Source: an optimization exercise on an open RTL-to-GDS flow (aim: small area). Production flows keep margins and buffers that such runs may drop.
Function was checked by simulation only, so behaviour that the tests miss may differ from the original.
Power and IR drop assume default switching activity.

## config.mk

```make
export PLATFORM = sky130hd
export DESIGN_NAME = adc_rx_top
export DESIGN_NICKNAME = adc_rx_top
export VERILOG_FILES = /design/flow/design.v
export SDC_FILE = /design/flow/constraint.sdc
export NUM_CORES = 4
export LEC_CHECK = 0
export CAP_MARGIN = 20
export CORE_MARGIN = 2
export CORE_UTILIZATION = 30
export SLEW_MARGIN = 20
```

## constraint.sdc

```tcl
create_clock -name core_clock -period 5.5 [get_ports {CMS_CLK_P}]
set_input_delay 1.1000 -clock core_clock [delete_from_list [all_inputs] [get_ports {CMS_CLK_P}]]
set_output_delay 1.1000 -clock core_clock [all_outputs]
set_load 0.01 [all_outputs]
```

## design.v

```verilog
package adc_rx_pkg;
	localparam int LANES        = 16;   
	localparam int SAMPLE_BITS  = 12;   
	localparam int CHAN_BITS    = 4;
	localparam int SET_NUM_BITS = 8;
	localparam int SET_DEPTH = 2;
	localparam int CREDITS   = 4;    
	localparam int DROP_BITS = 8;
	localparam int CNT_BITS    = $clog2(SAMPLE_BITS);
	localparam int PTR_BITS    = $clog2(SET_DEPTH);
	localparam int FILL_BITS   = $clog2(SET_DEPTH + 1);
	localparam int CREDIT_BITS = $clog2(CREDITS + 1);
	localparam int SET_BITS = LANES * SAMPLE_BITS;   
endpackage
`timescale 1ns/100ps
module adc_lane_deser (
	input  logic                                  CMS_CLK_P,
	input  logic                                  rst_n,
	input  logic [adc_rx_pkg::LANES-1:0]          adc_lanes,
	input  logic                                  adc_frame,
	output logic                                  set_valid,
	output logic [adc_rx_pkg::SET_BITS-1:0]       set_samples,
	output logic [adc_rx_pkg::SET_NUM_BITS-1:0]   set_num
);
	logic                                 active;    
	logic [adc_rx_pkg::CNT_BITS-1:0]      bit_cnt;   
	logic [adc_rx_pkg::CNT_BITS-1:0]      bit_pos;
	logic                                 capture;
	assign bit_pos = adc_frame ? '0 : bit_cnt;
	assign capture = adc_frame | active;
	always_ff @(posedge CMS_CLK_P or negedge rst_n) begin
		if (!rst_n) begin
			active    <= 1'b0;
			bit_cnt   <= '0;
			set_valid <= 1'b0;
			set_num   <= '0;
		end else begin
			set_valid <= 1'b0;
			if (set_valid)
				set_num <= set_num + 1'b1;   
			if (adc_frame) begin
				active  <= 1'b1;   
				bit_cnt <= adc_rx_pkg::CNT_BITS'(1);
			end else if (active) begin
				if (bit_cnt == adc_rx_pkg::SAMPLE_BITS - 1) begin
					active    <= 1'b0;
					set_valid <= 1'b1;   
				end
				bit_cnt <= bit_cnt + 1'b1;
			end
		end
	end
	always_ff @(posedge CMS_CLK_P) begin
		if (capture) begin
			for (int l = 0; l < adc_rx_pkg::LANES; l++) begin
				set_samples[l*adc_rx_pkg::SAMPLE_BITS + bit_pos] <= adc_lanes[l];
			end
		end
	end
endmodule
`timescale 1ns/100ps
module sample_set_fifo (
	input  logic                                  CMS_CLK_P,
	input  logic                                  rst_n,
	input  logic                                  set_valid,
	input  logic [adc_rx_pkg::SET_BITS-1:0]       set_samples,
	input  logic [adc_rx_pkg::SET_NUM_BITS-1:0]   set_num,
	output logic                                  out_avail,     
	output logic [adc_rx_pkg::SET_BITS-1:0]       out_samples,   
	output logic [adc_rx_pkg::SET_NUM_BITS-1:0]   out_set_num,
	input  logic                                  out_take,      
	output logic [adc_rx_pkg::DROP_BITS-1:0]      dropped_sets
);
	logic [adc_rx_pkg::SET_BITS-1:0]      mem_samples [adc_rx_pkg::SET_DEPTH];
	logic [adc_rx_pkg::SET_NUM_BITS-1:0]  mem_num     [adc_rx_pkg::SET_DEPTH];
	logic [adc_rx_pkg::PTR_BITS-1:0]      wr_ptr;
	logic [adc_rx_pkg::PTR_BITS-1:0]      rd_ptr;
	logic [adc_rx_pkg::FILL_BITS-1:0]     fill;
	logic                                 full;
	logic                                 wr_en;
	logic                                 rd_en;
	assign full  = (fill == adc_rx_pkg::SET_DEPTH);
	assign wr_en = set_valid & ~full;   
	assign rd_en = out_take & out_avail;
	assign out_avail   = (fill != '0);
	assign out_samples = mem_samples[rd_ptr];
	assign out_set_num = mem_num[rd_ptr];
	always_ff @(posedge CMS_CLK_P or negedge rst_n) begin
		if (!rst_n) begin
			wr_ptr       <= '0;
			rd_ptr       <= '0;
			fill         <= '0;
			dropped_sets <= '0;
		end else begin
			if (wr_en)
				wr_ptr <= wr_ptr + 1'b1;
			if (rd_en)
				rd_ptr <= rd_ptr + 1'b1;
			case ({wr_en, rd_en})
				2'b10:   fill <= fill + 1'b1;
				2'b01:   fill <= fill - 1'b1;
				default: fill <= fill;   
			endcase
			if (set_valid && full && dropped_sets != '1)
				dropped_sets <= dropped_sets + 1'b1;   
		end
	end
	always_ff @(posedge CMS_CLK_P) begin
		if (wr_en) begin
			mem_samples[wr_ptr] <= set_samples;
			mem_num[wr_ptr]     <= set_num;
		end
	end
endmodule
`timescale 1ns/100ps
module channel_sequencer (
	input  logic                                  CMS_CLK_P,
	input  logic                                  rst_n,
	input  logic                                  credit_return,
	input  logic                                  in_avail,     
	input  logic [adc_rx_pkg::SET_BITS-1:0]       in_samples,   
	input  logic [adc_rx_pkg::SET_NUM_BITS-1:0]   in_set_num,
	output logic                                  in_take,      
	output logic                                  sample_valid,
	output logic [adc_rx_pkg::CHAN_BITS-1:0]      sample_chan,
	output logic [adc_rx_pkg::SAMPLE_BITS-1:0]    sample_data,
	output logic [adc_rx_pkg::SET_NUM_BITS-1:0]   sample_set,
	output logic                                  sample_last
);
	logic [adc_rx_pkg::SET_BITS-1:0]      cur_samples;
	logic [adc_rx_pkg::SET_NUM_BITS-1:0]  cur_num;
	logic [adc_rx_pkg::CHAN_BITS-1:0]     chan;
	logic                                 busy;       
	logic [adc_rx_pkg::CREDIT_BITS-1:0]   credits;
	logic                                 emit;
	logic                                 finishing;
	assign emit      = busy & (credits != '0);
	assign finishing = emit & (chan == adc_rx_pkg::LANES - 1);
	assign in_take = in_avail & (~busy | finishing);
	always_ff @(posedge CMS_CLK_P or negedge rst_n) begin
		if (!rst_n) begin
			busy         <= 1'b0;
			chan         <= '0;
			credits      <= adc_rx_pkg::CREDIT_BITS'(adc_rx_pkg::CREDITS);
			sample_valid <= 1'b0;
			sample_last  <= 1'b0;
		end else begin
			sample_valid <= emit;
			sample_last  <= finishing;
			if (in_take) begin
				busy <= 1'b1;
				chan <= '0;
			end else if (finishing) begin
				busy <= 1'b0;
			end else if (emit) begin
				chan <= chan + 1'b1;
			end
			case ({emit, credit_return})
				2'b10: credits <= credits - 1'b1;
				2'b01: begin
					if (credits < adc_rx_pkg::CREDITS)
						credits <= credits + 1'b1;   
				end
				default: credits <= credits;   
			endcase
		end
	end
	always_ff @(posedge CMS_CLK_P) begin
		if (in_take) begin
			cur_samples <= in_samples;
			cur_num     <= in_set_num;
		end
		if (emit) begin
			sample_chan <= chan;
			sample_data <= cur_samples[chan*adc_rx_pkg::SAMPLE_BITS +: adc_rx_pkg::SAMPLE_BITS];
			sample_set  <= cur_num;
		end
	end
endmodule
`timescale 1ns/100ps
module adc_rx_top (
	input  logic                                  CMS_CLK_P,
	input  logic                                  rst_n,
	input  logic [adc_rx_pkg::LANES-1:0]          adc_lanes,
	input  logic                                  adc_frame,
	input  logic                                  credit_return,
	output logic                                  sample_valid,
	output logic [adc_rx_pkg::CHAN_BITS-1:0]      sample_chan,
	output logic [adc_rx_pkg::SAMPLE_BITS-1:0]    sample_data,
	output logic [adc_rx_pkg::SET_NUM_BITS-1:0]   sample_set,
	output logic                                  sample_last,
	output logic [adc_rx_pkg::DROP_BITS-1:0]      dropped_sets
);
	logic                                 set_valid;
	logic [adc_rx_pkg::SET_BITS-1:0]      set_samples;
	logic [adc_rx_pkg::SET_NUM_BITS-1:0]  set_num;
	logic                                 head_avail;
	logic [adc_rx_pkg::SET_BITS-1:0]      head_samples;
	logic [adc_rx_pkg::SET_NUM_BITS-1:0]  head_set_num;
	logic                                 head_take;
	adc_lane_deser u_deser (
		.CMS_CLK_P   (CMS_CLK_P),
		.rst_n       (rst_n),
		.adc_lanes   (adc_lanes),
		.adc_frame   (adc_frame),
		.set_valid   (set_valid),
		.set_samples (set_samples),
		.set_num     (set_num)
	);
	sample_set_fifo u_fifo (
		.CMS_CLK_P    (CMS_CLK_P),
		.rst_n        (rst_n),
		.set_valid    (set_valid),
		.set_samples  (set_samples),
		.set_num      (set_num),
		.out_avail    (head_avail),
		.out_samples  (head_samples),
		.out_set_num  (head_set_num),
		.out_take     (head_take),
		.dropped_sets (dropped_sets)
	);
	channel_sequencer u_seq (
		.CMS_CLK_P     (CMS_CLK_P),
		.rst_n         (rst_n),
		.credit_return (credit_return),
		.in_avail      (head_avail),
		.in_samples    (head_samples),
		.in_set_num    (head_set_num),
		.in_take       (head_take),
		.sample_valid  (sample_valid),
		.sample_chan   (sample_chan),
		.sample_data   (sample_data),
		.sample_set    (sample_set),
		.sample_last   (sample_last)
	);
endmodule
```

## run.sh

```bash
#!/bin/bash
# synth_recipe.tcl (not shown) runs the flow's synth.tcl, then flattens the netlist and writes it again
# the make line also repeats each setting of config.mk as NAME=value (left out here)
make -C /OpenROAD-flow-scripts/flow DESIGN_CONFIG=/design/flow/config.mk WORK_HOME=/design/flow/orfs CLKGATE_MAP_FILE= SYNTH_SCRIPT=/design/flow/synth_recipe.tcl finish
```

==> summary.txt <==
kinds of logic (layout without fill, tap and decap cells):
family / Yosys count / in the layout / share of synthesized area, %
compound gates: 1143 / 1143 / 18.2
xor+xnor: 33 / 33 / 0.664
fa+ha+maj: 23 / 23 / 0.662
buf+inv: 368 / 949 / 3.29
flops: 852 / 852 / 56.9
mux: 313 / 313 / 9.35
other cells: 0 / 21 / 0
simple gates: 1014 / 1014 / 10.9
cell type report:
cell class | instances | area [um2]
fillers | 14400 | 91800
flip-flops and latches | 852 | 25400
repair buffers | 729 | 6440
multi-input cells | 2526 | 18100
diodes | 21 | 52.6
clock inverters | 68 | 790
inverters | 34 | 135
clock buffers | 118 | 2570
well taps | 1930 | 2410
worst max-delay path by stage:
stage                                       from                            endpoint  slack (ns)  cells after the start
finish                                 adc_frame   u_deser.set_samples[53]$_DFFE_PP_        0.56                     14
global route                           adc_frame   u_deser.set_samples[51]$_DFFE_PP_        0.50                     13
CTS                                    adc_frame   u_deser.set_samples[53]$_DFFE_PP_        0.77                     14
detailed placement                     adc_frame   u_deser.set_samples[53]$_DFFE_PP_       -0.05                     14
global placement                       adc_frame  u_deser.set_samples[121]$_DFFE_PP_       -0.28                     12
floorplan           u_seq.credits[2]$_DFFE_PN1P_          u_fifo.fill[1]$_DFFE_PN0P_       -0.26                      8
flip-flops by register name (all words and copies together) (netlist names):
name and flops:
u_seq.credits 3, u_fifo.mem_num 16, u_seq.busy 1, u_seq.sample_set 8, u_fifo.dropped_sets 8, u_deser.set_valid 1
u_seq.sample_valid 1, u_fifo.fill 2, u_seq.chan 4, u_seq.sample_chan 4, u_deser.set_num 8, u_fifo.rd_ptr 1
u_seq.sample_data 12, u_deser.bit_cnt 4, u_seq.sample_last 1, u_seq.cur_samples 192, u_seq.cur_num 8, u_deser.active 1
u_deser.set_samples 192, u_fifo.wr_ptr 1, u_fifo.mem_samples 384
worst max-delay path: stages:
cell and delay, ns:
clkdlybuf4s50_1 0.54, nand2b_1 0.33, ha_1 0.26, and2_1 0.17, ha_1 0.46, buf_4 0.27
buf_4 0.28, nand3_1 0.22, mux2_2 0.56, nor2_1 0.40, buf_4 0.25, o21ai_0 0.10
o21ai_0 0.27, a22oi_1 0.20
per-layer routing:
| layer | wire length (um) | vias up |
|---|---|---|
| met5 | 253 | - |
| met4 | 19700 | 36 |
| met3 | 34900 | 805 |
| met2 | 123000 | 3168 |
| met1 | 132000 | 22000 |
| li1 | - | 16200 |
cells in the final DEF, fill, tap and decap left out, types with 47 or more instances in the layout:
cell type / n
nand4_1: 63
buf_12: 66
nand2_1: 266
mux2_2: 219
nor2_1: 264
clkdlybuf4s50_1: 50
buf_4: 609
mux4_2: 60
a21oi_1: 161
a32oi_1: 47
o221ai_1: 89
o21ai_0: 189
clkbuf_16: 100
o22ai_1: 126
nor3_1: 94
o31ai_1: 66
edfxtp_1: 816
nand3_1: 140
cell usage after synthesis, drive strengths merged, types with 27 or more instances:
| cell type | count | area share [%] |
|---|---|---|
| nand3 | 141 | 1.6 |
| mux2i | 33 | 0.77 |
| edfxtp | 816 | 55 |
| mux2 | 220 | 5.6 |
| o22ai | 126 | 1.8 |
| o31ai | 70 | 1.2 |
| buf | 78 | 0.85 |
| o32ai | 35 | 0.69 |
| a22oi | 44 | 0.74 |
| a32oi | 47 | 0.92 |
| inv | 29 | 0.24 |
| nand4 | 63 | 0.88 |
| o221ai | 89 | 1.7 |
| nor3 | 104 | 1.2 |
| nand2 | 266 | 2.2 |
| nor2 | 269 | 2.3 |
| dfrtp | 35 | 2.0 |
| o21ai | 202 | 2.3 |
| a221oi | 37 | 0.73 |
| a211oi | 27 | 0.47 |
| and3 | 32 | 0.45 |
| clkbuf | 256 | 2.2 |
| mux4 | 60 | 3.0 |
| a31oi | 42 | 0.59 |
| a21oi | 162 | 1.8 |
per-stage QoR:
step | setup slack [ns] | cells | utilization [%] | hold WS (ns) | power, mW
floorplan | -0.260 | 3746 | - | 0.400 | 14.1
global route | 0.496 | 6257 | 37.8 | 0.424 | 27.2
detailed placement | -0.0471 | 6071 | 35.5 | 0.409 | 19.5
finish | 0.564 | 6278 | 37.8 | 0.422 | 26.7
CTS | 0.767 | 6257 | 37.8 | 0.424 | 26.4
global placement | -0.277 | 6070 | 35.5 | 0.401 | 19.5
where the power goes:
| group | switching, mW | internal, mW | leakage (nW) |
|---|---|---|---|
| clock network | 3.02 | 3.91 | 1.60 |
| logic | 5.51 | 3.24 | 8.84 |
| registers | 1.80 | 9.21 | 8.21 |
==> summary.md <==
| Metric | Value |
|---|---|
| Max VDD drop | 0.325 mV |
| GRT Util Overall | about two fifths |
| Post-layout net count | 4285 |
| RSZ-0062 raised after global routing | false |
| Worst-case clock buffer depth | 3 |
| Yosys warns | 3 |
| Final worst-path cycle share | 89.7% |
| Grt met2 use | 54.3% |
| Hold-fix buffers, CTS | 0 |
| Post-CTS setup buffer count | 0 |
| Placed cell area | 52500 um2 |
| Slew Viols, Final | 0 |
| Clock sink count | 852 |
| Crit start category | input port |
| Setup slack, reg-to-reg | about 1 ns |
| Core ar. | 148000 um2 |
| Initial core utilization | 30.2% |
| Worst-skew pair later-pin latency | 0.78 ns |
| CTS tree | built |
| Worst reg2reg path depth | 13 |
| Post-route cell area | 55900 um2 |
| Fin. Hold Viols | 0 |
| Top FF cell, synth | edfxtp_1 |
| FP Rows | ~140 |
| Endpoints failing setup | 0 |
| Number of buffers created by CTS | 99 |
| Vias in the first global route | 39700 |
| Met1 Use GR | 55.4% |
| Worst Tran Pin Value | roughly 1.2 ns |
| Synthesized area | around 45000 um2 |
| GR Overflow Total | 0 |
| Hold depth | 0 |
| Slew HR | 16.3% |
| Share of cells above drive strength 1 | 27.6% |
| Final ANT Viol Nets | 0 |
| Hold crit path type | reg2reg |
| Most Used Layer, Global Route | met1 |
| Synth Net Count | 3789 |
| CP Capture Type | flip-flop |
| Drt first-iter violations | 6862 |
| Die Area | ~150000 um2 |
| Fmax | 203 MHz |
| First-pass GRT wire length | 399000 um |
| Critical Path RT | 5.99 ns |
| Input/output buffers | between 50 and 60 |
| Syn Inst Count | 3746 |
| Crit path max fanout | 14 |
| HP Start | u_seq.cur_num[7]$_DFFE_PP_ |
| Number of flops mapped to enable cells by yosys | 816 |
| Leak | about 19 nW |
| WP data arrival | 5.43 ns |
| Global-route met3 utilization | roughly 13% |
| Syn_area_per_cell | 11.9 um2 |
| Drt total wl | approximately 310000 um |
| Hold path endpoint | u_seq.sample_set[7]$_DFFE_PP_ |
| Die Height | slightly below 400 um |
| Clk pin slew, worst setup/hold paths | 0.07 ns |
| Initial antenna violation count | 39 |
| Die X | 390 um |
| Vias per inst | 6.72 |
| Count of different cell masters after synthesis | around 100 |
| Largest net degree at the start of global routing | 108 |
| DRC Markers | 0 |
| Max-Cap Viols | 0 |
| Setup TNS | 0 ns |
| WS Path Type | in2reg |
| Area Growth Syn to Fin | 25.2% |
| IO Pins | 54 |
| #FFs+latches synth | 852 |
| Root Driver | clkbuf_16 |
| RR Startpoint | u_deser.bit_cnt[1]$_DFFE_PN0P_ |
| Placer Congestion | between 1 and 1.5 |
| Power density cells | 478 nW/um2 |
| Pre-Repair DR Iteration Count | 7 |
| Status | finished clean |
| Vias | around 42000 |
| Clock skew | between 0.08 and 0.09 ns |
| Dpl hpwl | 234000 um |
| Final worst path period need | 4.94 ns |
| Worst reg2reg endpoint | u_deser.set_samples[53]$_DFFE_PP_ |
| Post_cts resized | 0 |
| Post-synthesis sequential area ratio | 56.9% |
| Routed WL per cell | 49.3 um |
| Asr flop ratio synth | 4.23% |
| H-tree depth | 3 |

==> separate check: timing with driven ports <==
In the flow no input, the clock included, has a driving cell. The finished layout below was timed again as built, in two steps.
Step 1 (the two cells are an assumption about what drives the block):
set clk [get_ports {CMS_CLK_P}]
set_driving_cell -lib_cell sky130_fd_sc_hd__clkbuf_16 $clk
set_driving_cell -lib_cell sky130_fd_sc_hd__buf_2 [delete_from_list [all_inputs] $clk]
Step 2 also shifts input and output timing later by t, the mid clock arrival at the registers, as if the neighbouring blocks saw the same clock.
a / b / c = ideal ports / drivers / drivers and shift; a / b = the first two.
t (ns): 0.838
slack for setup (ns): 0.564 / 0.632 / -0.206
slew at the worst register clock pin (ns): 0.09 / 0.09
cell pins on the clock port's net: 1
Met with ideal ports but missed after step 2: setup timing in this run. The setup slack of this run moves by +0.068 ns with the drivers and by -0.770 ns with both steps.
